Context: an optimization exercise on an open-source flow, tuned for small area. The choices shown serve that exercise and are no tape-out recipe.
In this exercise RTL edits were held to simulation tests only and were not proved equivalent to the original.
Power figures rest on the tool's default switching activity, not on a simulated workload.

--- config.mk ---
export PLATFORM = sky130hd
export DESIGN_NAME = raycast_row
export DESIGN_NICKNAME = raycast_row
export VERILOG_FILES = /design/flow/design.v
export SDC_FILE = /design/flow/constraint.sdc
export NUM_CORES = 4
export LEC_CHECK = 0
export CAP_MARGIN = 20
export CORE_MARGIN = 2
export CORE_UTILIZATION = 40
export PLACE_DENSITY = 0.6
export SLEW_MARGIN = 20
--- constraint.sdc ---
create_clock -name core_clock -period 20.0 [get_ports {clk}]
set_input_delay 4.0000 -clock core_clock [delete_from_list [all_inputs] [get_ports {clk}]]
set_output_delay 4.0000 -clock core_clock [all_outputs]
set_load 0.01 [all_outputs]
--- design.v ---
`timescale 1ns/1ps
package video_pkg;
  typedef logic [9:0] hpos_t;
  typedef logic [9:0] vpos_t;
  typedef logic [5:0] rgb_t;
  localparam hpos_t H_VIEW  = 10'd640;
  localparam hpos_t H_TOTAL = 10'd800;
  localparam hpos_t H_SYNC_START = 10'd656;
  localparam hpos_t H_SYNC_END   = 10'd752;
  localparam vpos_t V_VIEW  = 10'd480;
  localparam vpos_t V_TOTAL = 10'd525;
  localparam vpos_t V_SYNC_START = 10'd490;
  localparam vpos_t V_SYNC_END   = 10'd492;
  localparam hpos_t H_HALF = 10'd320;
endpackage
`timescale 1ns/1ps
package texture_pkg;
  localparam int unsigned TEXEL_COUNT = 64;
  localparam logic [7:0] TSPI_CMD = 8'h6B;
  localparam int unsigned TSPI_CMD_LEN      = 8;
  localparam int unsigned TSPI_ADDR_LEN     = 24;
  localparam int unsigned TSPI_DUMMY_LEN    = 8;
  localparam int unsigned TSPI_PREAMBLE_LEN = TSPI_CMD_LEN + TSPI_ADDR_LEN + TSPI_DUMMY_LEN;
  localparam int unsigned TSPI_READ_LEN   = 2 * TEXEL_COUNT;
  localparam int unsigned TSPI_STREAM_LEN = TSPI_PREAMBLE_LEN + TSPI_READ_LEN;
  localparam int unsigned TSPI_HPOS_START = 640 - TSPI_PREAMBLE_LEN;
  typedef logic [1:0] wall_id_t;
  typedef logic [5:0] texu_t;
  typedef logic [5:0] texv_t;
  typedef logic [8:0] size_t;
  typedef logic [15:0] step_t;
  typedef logic [23:0] tex_addr_t;
  typedef logic [TEXEL_COUNT*6-1:0] texel_line_t;
  typedef enum logic [2:0] {
    TSPI_IDLE,
    TSPI_SEND_CMD,
    TSPI_SEND_ADDR,
    TSPI_DUMMY,
    TSPI_READ
  } tspi_phase_t;
endpackage
`timescale 1ns/1ps
module scan_timing (
  input  logic  clk,
  input  logic  reset,
  output video_pkg::hpos_t o_hpos,
  output video_pkg::vpos_t o_vpos,
  output logic  o_hmax,
  output logic  o_hsync_n,
  output logic  o_vsync_n,
  output logic  o_hblank,
  output logic  o_vblank,
  output logic  o_visible
);
  video_pkg::hpos_t h_next;
  video_pkg::vpos_t v_next;
  always_comb begin
    h_next = (o_hpos == video_pkg::H_TOTAL - 1) ? '0 : o_hpos + 1'b1;
    v_next = o_vpos;
    if (o_hpos == video_pkg::H_TOTAL - 1) begin
      v_next = (o_vpos == video_pkg::V_TOTAL - 1) ? '0 : o_vpos + 1'b1;
    end
  end
  always_ff @(posedge clk) begin
    if (!reset) begin
      o_hpos    <= '0;
      o_vpos    <= '0;
      o_hmax    <= 1'b0;
      o_hsync_n <= 1'b1;
      o_vsync_n <= 1'b1;
      o_hblank  <= 1'b0;
      o_vblank  <= 1'b0;
      o_visible <= 1'b1;
    end else begin
      o_hpos    <= h_next;
      o_vpos    <= v_next;
      o_hmax    <= (h_next == video_pkg::H_TOTAL - 1);
      o_hsync_n <= !(h_next >= video_pkg::H_SYNC_START && h_next < video_pkg::H_SYNC_END);
      o_vsync_n <= !(v_next >= video_pkg::V_SYNC_START && v_next < video_pkg::V_SYNC_END);
      o_hblank  <= (h_next >= video_pkg::H_VIEW);
      o_vblank  <= (v_next >= video_pkg::V_VIEW);
      o_visible <= (h_next < video_pkg::H_VIEW) && (v_next < video_pkg::V_VIEW);
    end
  end
endmodule
`timescale 1ns/1ps
module slice_queue (
  input  logic     clk,
  input  logic     reset,
  input  video_pkg::hpos_t    i_hpos,
  input  logic     i_slice_req,
  input  texture_pkg::wall_id_t i_slice_wall,
  input  logic     i_slice_side,
  input  texture_pkg::texu_t    i_slice_texu,
  input  texture_pkg::size_t    i_slice_size,
  input  texture_pkg::step_t    i_slice_step,
  output logic     o_slice_ack,
  output texture_pkg::wall_id_t fetch_wall,
  output logic     fetch_side,
  output texture_pkg::texu_t    fetch_texu,
  output texture_pkg::size_t    fetch_size,
  output texture_pkg::step_t    fetch_step,
  output texture_pkg::wall_id_t show_wall,
  output logic     show_side,
  output texture_pkg::texu_t    show_texu,
  output texture_pkg::size_t    show_size,
  output texture_pkg::step_t    show_step
);
  logic     pend_full;
  texture_pkg::wall_id_t pend_wall;
  logic     pend_side;
  texture_pkg::texu_t    pend_texu;
  texture_pkg::size_t    pend_size;
  texture_pkg::step_t    pend_step;
  logic take;
  logic promote;
  logic advance;
  assign take = i_slice_req && !o_slice_ack && !pend_full;
  assign promote = (i_hpos == texture_pkg::TSPI_HPOS_START - 1);
  assign advance = (i_hpos == video_pkg::H_TOTAL - 1);
  always_ff @(posedge clk) begin
    if (!reset) begin
      o_slice_ack      <= 1'b0;
      pend_full        <= 1'b0;
      fetch_wall <= '0;
      show_wall  <= '0;
    end else begin
      if (take) begin
        o_slice_ack <= 1'b1;
      end else if (!i_slice_req) begin
        o_slice_ack <= 1'b0;
      end
      if (promote) begin
        pend_full <= 1'b0;
      end
      if (take) begin
        pend_full <= 1'b1;
      end
      if (promote) begin
        fetch_wall <= pend_full ? pend_wall : '0;
      end
      if (advance) begin
        show_wall <= fetch_wall;
      end
    end
  end
  always_ff @(posedge clk) begin
    if (take) begin
      pend_wall <= i_slice_wall;
      pend_side <= i_slice_side;
      pend_texu <= i_slice_texu;
      pend_size <= i_slice_size;
      pend_step <= i_slice_step;
    end
    if (promote) begin
      fetch_side <= pend_side;
      fetch_texu <= pend_texu;
      fetch_size <= pend_size;
      fetch_step <= pend_step;
    end
    if (advance) begin
      show_side <= fetch_side;
      show_texu <= fetch_texu;
      show_size <= fetch_size;
      show_step <= fetch_step;
    end
  end
endmodule
`timescale 1ns/1ps
module texture_fetch (
  input  logic        clk,
  input  logic        reset,
  input  video_pkg::hpos_t       i_hpos,
  input  texture_pkg::wall_id_t    fetch_wall,
  input  logic        fetch_side,
  input  texture_pkg::texu_t       fetch_texu,
  input  texture_pkg::size_t       fetch_size,
  input  texture_pkg::step_t       fetch_step,
  output logic        o_tex_csb,
  output logic        o_tex_out0,
  output logic        o_tex_oeb0,
  input  logic [3:0]  i_tex_in,
  output texture_pkg::texel_line_t o_texels
);
  video_pkg::hpos_t       stream_state;
  texture_pkg::tspi_phase_t phase;
  texture_pkg::wall_id_t    wall_index;
  texture_pkg::tex_addr_t   slice_addr;
  logic [texture_pkg::TEXEL_COUNT-1:0] r0, r1, g0, g1, b0, b1;
  logic [texture_pkg::TEXEL_COUNT*6-1:0] captured;
  function automatic texture_pkg::tspi_phase_t phase_of(input video_pkg::hpos_t state);
    if (state < texture_pkg::TSPI_CMD_LEN) begin
      phase_of = texture_pkg::TSPI_SEND_CMD;
    end else if (state < texture_pkg::TSPI_CMD_LEN + texture_pkg::TSPI_ADDR_LEN) begin
      phase_of = texture_pkg::TSPI_SEND_ADDR;
    end else if (state < texture_pkg::TSPI_PREAMBLE_LEN) begin
      phase_of = texture_pkg::TSPI_DUMMY;
    end else if (state < texture_pkg::TSPI_STREAM_LEN) begin
      phase_of = texture_pkg::TSPI_READ;
    end else begin
      phase_of = texture_pkg::TSPI_IDLE;
    end
  endfunction
  assign stream_state = video_pkg::hpos_t'(i_hpos - texture_pkg::TSPI_HPOS_START);
  always_ff @(posedge clk) begin
    if (!reset) begin
      phase <= texture_pkg::TSPI_IDLE;
    end else begin
      phase <= phase_of(stream_state + 10'd1);
    end
  end
  assign wall_index = fetch_wall - 2'd1;
  assign slice_addr = {9'd0, wall_index, fetch_side, fetch_texu, 6'd0};
  assign o_tex_csb  = (phase == texture_pkg::TSPI_IDLE);
  assign o_tex_oeb0 = (phase == texture_pkg::TSPI_DUMMY) || (phase == texture_pkg::TSPI_READ);
  always_comb begin
    case (phase)
      texture_pkg::TSPI_SEND_CMD:  o_tex_out0 = texture_pkg::TSPI_CMD[3'd7 - stream_state[2:0]];
      texture_pkg::TSPI_SEND_ADDR: o_tex_out0 = slice_addr[5'd31 - stream_state[4:0]];
      default:        o_tex_out0 = 1'b0;
    endcase
  end
  always_ff @(posedge clk) begin
    if (phase == texture_pkg::TSPI_READ) begin
      if (!stream_state[0]) begin
        r0 <= {i_tex_in[0], r0[texture_pkg::TEXEL_COUNT-1:1]};
        g0 <= {i_tex_in[1], g0[texture_pkg::TEXEL_COUNT-1:1]};
        b0 <= {i_tex_in[2], b0[texture_pkg::TEXEL_COUNT-1:1]};
      end else begin
        r1 <= {i_tex_in[0], r1[texture_pkg::TEXEL_COUNT-1:1]};
        g1 <= {i_tex_in[1], g1[texture_pkg::TEXEL_COUNT-1:1]};
        b1 <= {i_tex_in[2], b1[texture_pkg::TEXEL_COUNT-1:1]};
      end
    end
  end
  for (genvar i = 0; i < texture_pkg::TEXEL_COUNT; i++) begin : g_regroup
    assign captured[i*6 +: 6] = {b1[i], b0[i], g1[i], g0[i], r1[i], r0[i]};
  end
  always_ff @(posedge clk) begin
    if (i_hpos == video_pkg::H_TOTAL - 1) begin
      o_texels <= captured;
    end
  end
endmodule
`timescale 1ns/1ps
module wall_span (
  input  logic  clk,
  input  logic  reset,
  input  video_pkg::hpos_t i_hpos,
  input  logic  i_hmax,
  input  texture_pkg::wall_id_t    show_wall,
  input  logic        show_side,
  input  texture_pkg::texu_t       show_texu,
  input  texture_pkg::size_t       show_size,
  input  texture_pkg::step_t       show_step,
  output logic  o_wall_en,
  output texture_pkg::texv_t o_texv
);
  logic signed [10:0] col;
  logic signed [10:0] span_lo;
  logic signed [10:0] span_hi;
  logic [16:0] texv_acc;
  assign col     = $signed({1'b0, i_hpos});
  assign span_lo = $signed({1'b0, video_pkg::H_HALF}) - $signed({2'b00, show_size});
  assign span_hi = $signed({1'b0, video_pkg::H_HALF}) + $signed({2'b00, show_size});
  assign o_wall_en = (show_wall != '0) && (col >= span_lo) && (col < span_hi);
  always_ff @(posedge clk) begin
    if (!reset) begin
      texv_acc <= '0;
    end else if (i_hmax) begin
      texv_acc <= '0;
    end else if (o_wall_en && !texv_acc[16]) begin
      texv_acc <= texv_acc + {1'b0, show_step};
    end
  end
  assign o_texv = texv_acc[16] ? '1 : texv_acc[15:10];
endmodule
`timescale 1ns/1ps
module pixel_mux (
  input  logic        i_visible,
  input  video_pkg::hpos_t       i_hpos,
  input  logic        i_wall_en,
  input  texture_pkg::texv_t       i_texv,
  input  texture_pkg::texel_line_t i_texels,
  input  video_pkg::rgb_t        i_sky,
  input  video_pkg::rgb_t        i_floor,
  output video_pkg::rgb_t        o_rgb
);
  always_comb begin
    if (!i_visible) begin
      o_rgb = '0;
    end else if (i_wall_en) begin
      o_rgb = i_texels[i_texv*6 +: 6];
    end else if (i_hpos < video_pkg::H_HALF) begin
      o_rgb = i_floor;
    end else begin
      o_rgb = i_sky;
    end
  end
endmodule
`timescale 1ns/1ps
module raycast_row (
  input  logic       clk,
  input  logic       reset,
  input  logic       i_slice_req,
  input  texture_pkg::wall_id_t   i_slice_wall,
  input  logic       i_slice_side,
  input  texture_pkg::texu_t      i_slice_texu,
  input  texture_pkg::size_t      i_slice_size,
  input  texture_pkg::step_t      i_slice_step,
  output logic       o_slice_ack,
  input  video_pkg::rgb_t       i_sky,
  input  video_pkg::rgb_t       i_floor,
  output logic       o_tex_csb,
  output logic       o_tex_out0,
  output logic       o_tex_oeb0,
  input  logic [3:0] i_tex_in,
  output logic       o_hsync_n,
  output logic       o_vsync_n,
  output logic       o_hblank,
  output logic       o_vblank,
  output video_pkg::hpos_t      o_hpos,
  output video_pkg::vpos_t      o_vpos,
  output video_pkg::rgb_t       o_rgb
);
  logic        hmax;
  logic        visible;
  logic        wall_en;
  texture_pkg::texv_t       texv;
  texture_pkg::texel_line_t texels;
  texture_pkg::wall_id_t    fetch_wall, show_wall;
  logic        fetch_side, show_side;
  texture_pkg::texu_t       fetch_texu, show_texu;
  texture_pkg::size_t       fetch_size, show_size;
  texture_pkg::step_t       fetch_step, show_step;
  scan_timing u_scan_timing (
    .clk       (clk),
    .reset     (reset),
    .o_hpos    (o_hpos),
    .o_vpos    (o_vpos),
    .o_hmax    (hmax),
    .o_hsync_n (o_hsync_n),
    .o_vsync_n (o_vsync_n),
    .o_hblank  (o_hblank),
    .o_vblank  (o_vblank),
    .o_visible (visible)
  );
  slice_queue u_slice_queue (
    .clk          (clk),
    .reset        (reset),
    .i_hpos       (o_hpos),
    .i_slice_req  (i_slice_req),
    .i_slice_wall (i_slice_wall),
    .i_slice_side (i_slice_side),
    .i_slice_texu (i_slice_texu),
    .i_slice_size (i_slice_size),
    .i_slice_step (i_slice_step),
    .o_slice_ack  (o_slice_ack),
    .fetch_wall   (fetch_wall),
    .fetch_side   (fetch_side),
    .fetch_texu   (fetch_texu),
    .fetch_size   (fetch_size),
    .fetch_step   (fetch_step),
    .show_wall    (show_wall),
    .show_side    (show_side),
    .show_texu    (show_texu),
    .show_size    (show_size),
    .show_step    (show_step)
  );
  texture_fetch u_texture_fetch (
    .clk         (clk),
    .reset       (reset),
    .i_hpos      (o_hpos),
    .fetch_wall  (fetch_wall),
    .fetch_side  (fetch_side),
    .fetch_texu  (fetch_texu),
    .fetch_size  (fetch_size),
    .fetch_step  (fetch_step),
    .o_tex_csb   (o_tex_csb),
    .o_tex_out0  (o_tex_out0),
    .o_tex_oeb0  (o_tex_oeb0),
    .i_tex_in    (i_tex_in),
    .o_texels    (texels)
  );
  wall_span u_wall_span (
    .clk        (clk),
    .reset      (reset),
    .i_hpos     (o_hpos),
    .i_hmax     (hmax),
    .show_wall  (show_wall),
    .show_side  (show_side),
    .show_texu  (show_texu),
    .show_size  (show_size),
    .show_step  (show_step),
    .o_wall_en  (wall_en),
    .o_texv     (texv)
  );
  pixel_mux u_pixel_mux (
    .i_visible (visible),
    .i_hpos    (o_hpos),
    .i_wall_en (wall_en),
    .i_texv    (texv),
    .i_texels  (texels),
    .i_sky     (i_sky),
    .i_floor   (i_floor),
    .o_rgb     (o_rgb)
  );
endmodule
--- run.sh ---
#!/bin/bash
# synth_recipe.tcl (not shown) runs the flow's synth.tcl, then flattens the netlist and writes it again
# the make line also repeats each setting of config.mk as NAME=value (left out here)
make -C /OpenROAD-flow-scripts/flow DESIGN_CONFIG=/design/flow/config.mk WORK_HOME=/design/flow/orfs CLKGATE_MAP_FILE= SYNTH_SCRIPT=/design/flow/synth_recipe.tcl finish
==> run_results.csv <==
group,metric,value,unit
status,status,"complete, no violations",
route,drt-total-wl,65900,um
floorplan,fp.dieH,293,um
route,postRouteAntennaNets,0,
logic_synthesis,synth_edf_count,859,
pwr,intPower,3.07,mW
cts,cts-root-buf,"clkbuf_16",
worst_setup_path,crit_arrival,5600,ps
floorplan,core,83300,um^2
finish,layout_common_cells,"edfxtp_1, clkbuf_16, clkdlybuf4s50_1",
global_routing,grt_pass1_vias,17315,
route,drtIter0Drc,1580,
placement,gp_congestion,0.793,
timing,rsz0062_at_grt,"false",
global_routing,grt.total_usage,15.3,%
finish,fin_util,46.5,%
pwr,finalPower,3.79,mW
worst_setup_path,critPathLaunchType,"register",
logic_synthesis,synth_warnings,5,
run,drv_cap,0,
timing,hold_violations,0,
cts,cts_hold_buffers,0,
timing,finalSetupTns,0,ps
cts,htreeDepth,3,
worst_setup_path,crit_top_cell,"buf_4",
pwr,leakagePower,11.9,nW
route,vias,17066,
worst_setup_path,worstPathRequired,16000,ps
global_routing,grt_overflow_total,0,
logic_synthesis,syn-mean-instance-area,17.7,um^2
floorplan,num_rows,106,
worst_setup_path,critical-path-max-stage-delay,900,ps
timing,clock.fmax,104,MHz
finish,antennaDiodeCount,0,
global_routing,antenna_found_initial,1,
timing,fin_worst_skew,20.4,ps
global_routing,grt_max_degree,181,
pwr,p_switching,0.725,mW
timing,slew_headroom,26.1,%
timing,hold_slack,415,ps
worst_setup_path,crit_chain,"buf_4, and2_1, or2_2, a221oi_1, a211oi_1, nor4_1, buf_4, a31o_1, a21oi_1, clkdlybuf4s50_1",
cts,clock_latency,650,ps
worst_hold_path,hold_class,"register to register",
placement,portBuffers,85,
timing,tightest_slew,1100,ps
pwr,ir_drop,0.0000715,V
floorplan,die_w,293,um
cts,cts.path.max_buffers,3,
global_routing,grt_pass1_wl,101000,um
cts,cts.sinks,911,
pwr,power_density,98.0,nW/um^2
pwr,p_comb_share,0.7,%
logic_synthesis,syn_area,33500,um^2
timing,period_share,48.0,%
floorplan,start_util,40.2,%
cts,cts_resized,0,
logic_synthesis,post_synth_num_cell_types,73,
route,viasPerCell,5.39,
timing,fin_ws,10400,ps
finish,drive_gt1_share,9.78,%
finish,final_common_cell,"edfxtp_1",
floorplan,ios,87,
cts,postCtsSetupBuffers,0,
route,drc,0,
route,wl_per_cell,20.8,um
logic_synthesis,synth_seq_area_share,80.1,%
logic_synthesis,synth_ff_type,"edfxtp_1",
timing,finalSetupViolations,0,
placement,pre_cts_slack,10510,ps
finish,final_nets,2110,
worst_setup_path,cp_max_fo,51,
pwr,p_sw_share,19.1,%
logic_synthesis,synthArstFlopShare,0,%
worst_setup_path,setup.worst_path.class,"register to primary output",
logic_synthesis,synthCells,1891,
cts,cts_tree,"done",
logic_synthesis,syn-num-nets,1991,
timing,slew_violations,0,
logic_synthesis,ys_ff_latch,911,
cts,clk_pin_slew,60,ps
finish,fillerInstances,7030,
worst_setup_path,crit_slowest_cell,"dfxtp_4",
timing,period_minus_slack,9600,ps
pwr,pwr-share-clk,44.8,%
route,firstDrtPassIters,7,
pwr,seqPwrFrac,54.5,%
cts,numCtsBuffers,93,
floorplan,dieArea,86100,um^2
placement,hpwlAfterDp,36700,um
worst_setup_path,endpoint_kind,"primary output",
finish,area.growth.synth_to_final,15.5,%
-- routing by layer --
metal  global-route usage (%)  share of wire [%]  routed length (um)
met1                     20.5                 44               28900
met2                     24.7                 48               31600
met3                     3.15                5.5                3610
met4                     5.29                2.7                1760
met5                        0              0.020                  13
-- flip-flops by register name (all words and copies together), names as in the netlist, 17 cells and up --
signal and count:
u_texture_fetch.b1 64, u_texture_fetch.g1 64, u_texture_fetch.r1 64, u_wall_span.texv_acc 17, u_texture_fetch.g0 64, u_texture_fetch.r0 64, u_texture_fetch.o_texels 384, u_texture_fetch.b0 64
-- area by class of cell --
cell class / instances / area, um^2 / area share (%)
flip-flops and latches: 911 / 26800 / 69.4
inverters: 34 / 128 / 0.330
multi-input cells: 856 / 6250 / 16.2
repair buffers: 114 / 1110 / 2.88
clock buffers: 125 / 2510 / 6.48
well taps: 1080 / 1350 / 3.49
clock inverters: 45 / 497 / 1.28
-- cells in the mapped netlist (all sizes together) (10+ instances only) --
library cell	n	area [um^2]
a22oi	40	300
xor2	20	175
a21o	11	82.6
a221oi	51	447
nand3b	15	113
nand3	31	155
edfxtp	859	25800
nor2	82	308
a211oi	20	150
nor2b	13	81.3
and2	13	81.3
buf	36	180
o211ai	23	173
nand4	10	62.6
mux2i	71	711
a211o	16	140
xnor2	19	166
dfxtp	52	1040
a31oi	14	87.6
mux2	19	214
a21oi	81	405
nand2b	11	68.8
inv	34	128
clkbuf	54	203
nor4	13	96.3
a221o	11	110
o21ai	52	260
ha	46	576
nand2	45	169
nor3	22	110
-- path summary, 6_finish.rpt --
check | startpoint | to | slack, ps | cells after the start
worst min-delay path | u_slice_queue.fetch_step[1] | u_slice_queue.show_step[1] | 410 | 0
worst min register to register | u_slice_queue.fetch_step[1] | u_slice_queue.show_step[1] | 410 | 0
worst max register to register | u_scan_timing.o_hpos[0] | u_texture_fetch.o_texels[368] | 15720 | 6
worst max-delay path | u_wall_span.texv_acc[12] | o_rgb[5] | 10400 | 10
-- worst max-delay path: cells and delay by family (launching register included) --
family	cells	cell delay, ps
AND/OR/NAND/NOR	3	1340
flip-flops	1	900
buffers and inverters	3	1580
AO/OA/AOI/OAI	4	1090
-- power by group through the flow --
stage | logic, mW | clock network, mW | registers, mW
2_1_floorplan | 0.00956 | 0 | 2.11
3_3_place_gp | 0.0248 | 0 | 2.11
3_5_place_dp | 0.0255 | 0 | 2.11
4_1_cts | 0.0256 | 1.74 | 2.07
5_1_grt | 0.0274 | 1.82 | 2.07
6_report | 0.0251 | 1.70 | 2.07
-- cell families after synthesis --
group	count (synthesis)	synth area share, %
DFF	911	80.1
AOI/OAI and AO/OA	391	8.32
and+or+nand+nor	287	4.40
buffers and inverters	124	1.52
muxes	91	2.83
adders and majority gates	48	1.81
xor gates and xnor gates	39	1.02
-- metrics by stage --
step	cells	instance area [um^2]
final	3165	38700
after global routing	3165	38700
after CTS	3164	38700
after detailed placement	2994	35700
after global placement	2994	35600
after floorplan	1891	33500

-- static timing again, ports no longer ideal --
Ports are ideal in the flow. The routed layout listed here was re-timed in OpenROAD. Step 1: set_driving_cell puts a clkbuf_16 on clk and a buf_2 on each other input, an assumption about the parent block. Step 2 moves the port delays by t, midway between the first and last clock arrival at a register: inputs arrive t later, outputs are due t later. That takes back most of the time a late clock gives input paths. a / b / c = ideal ports / drivers / drivers and shift; a / b = the first two.
shift t [ns]: 0.704
slack for setup (ns): 10.399 / 10.337 / 10.498
hold WS [ns]: 0.415 / 0.415 / 0.415
worst data-port slew with drivers (ns): 0.06
cell pins on the clock port's net: 1
After both steps this run still meets setup and hold. The setup slack of this run moves by -0.062 ns with the drivers and by +0.099 ns with both steps.
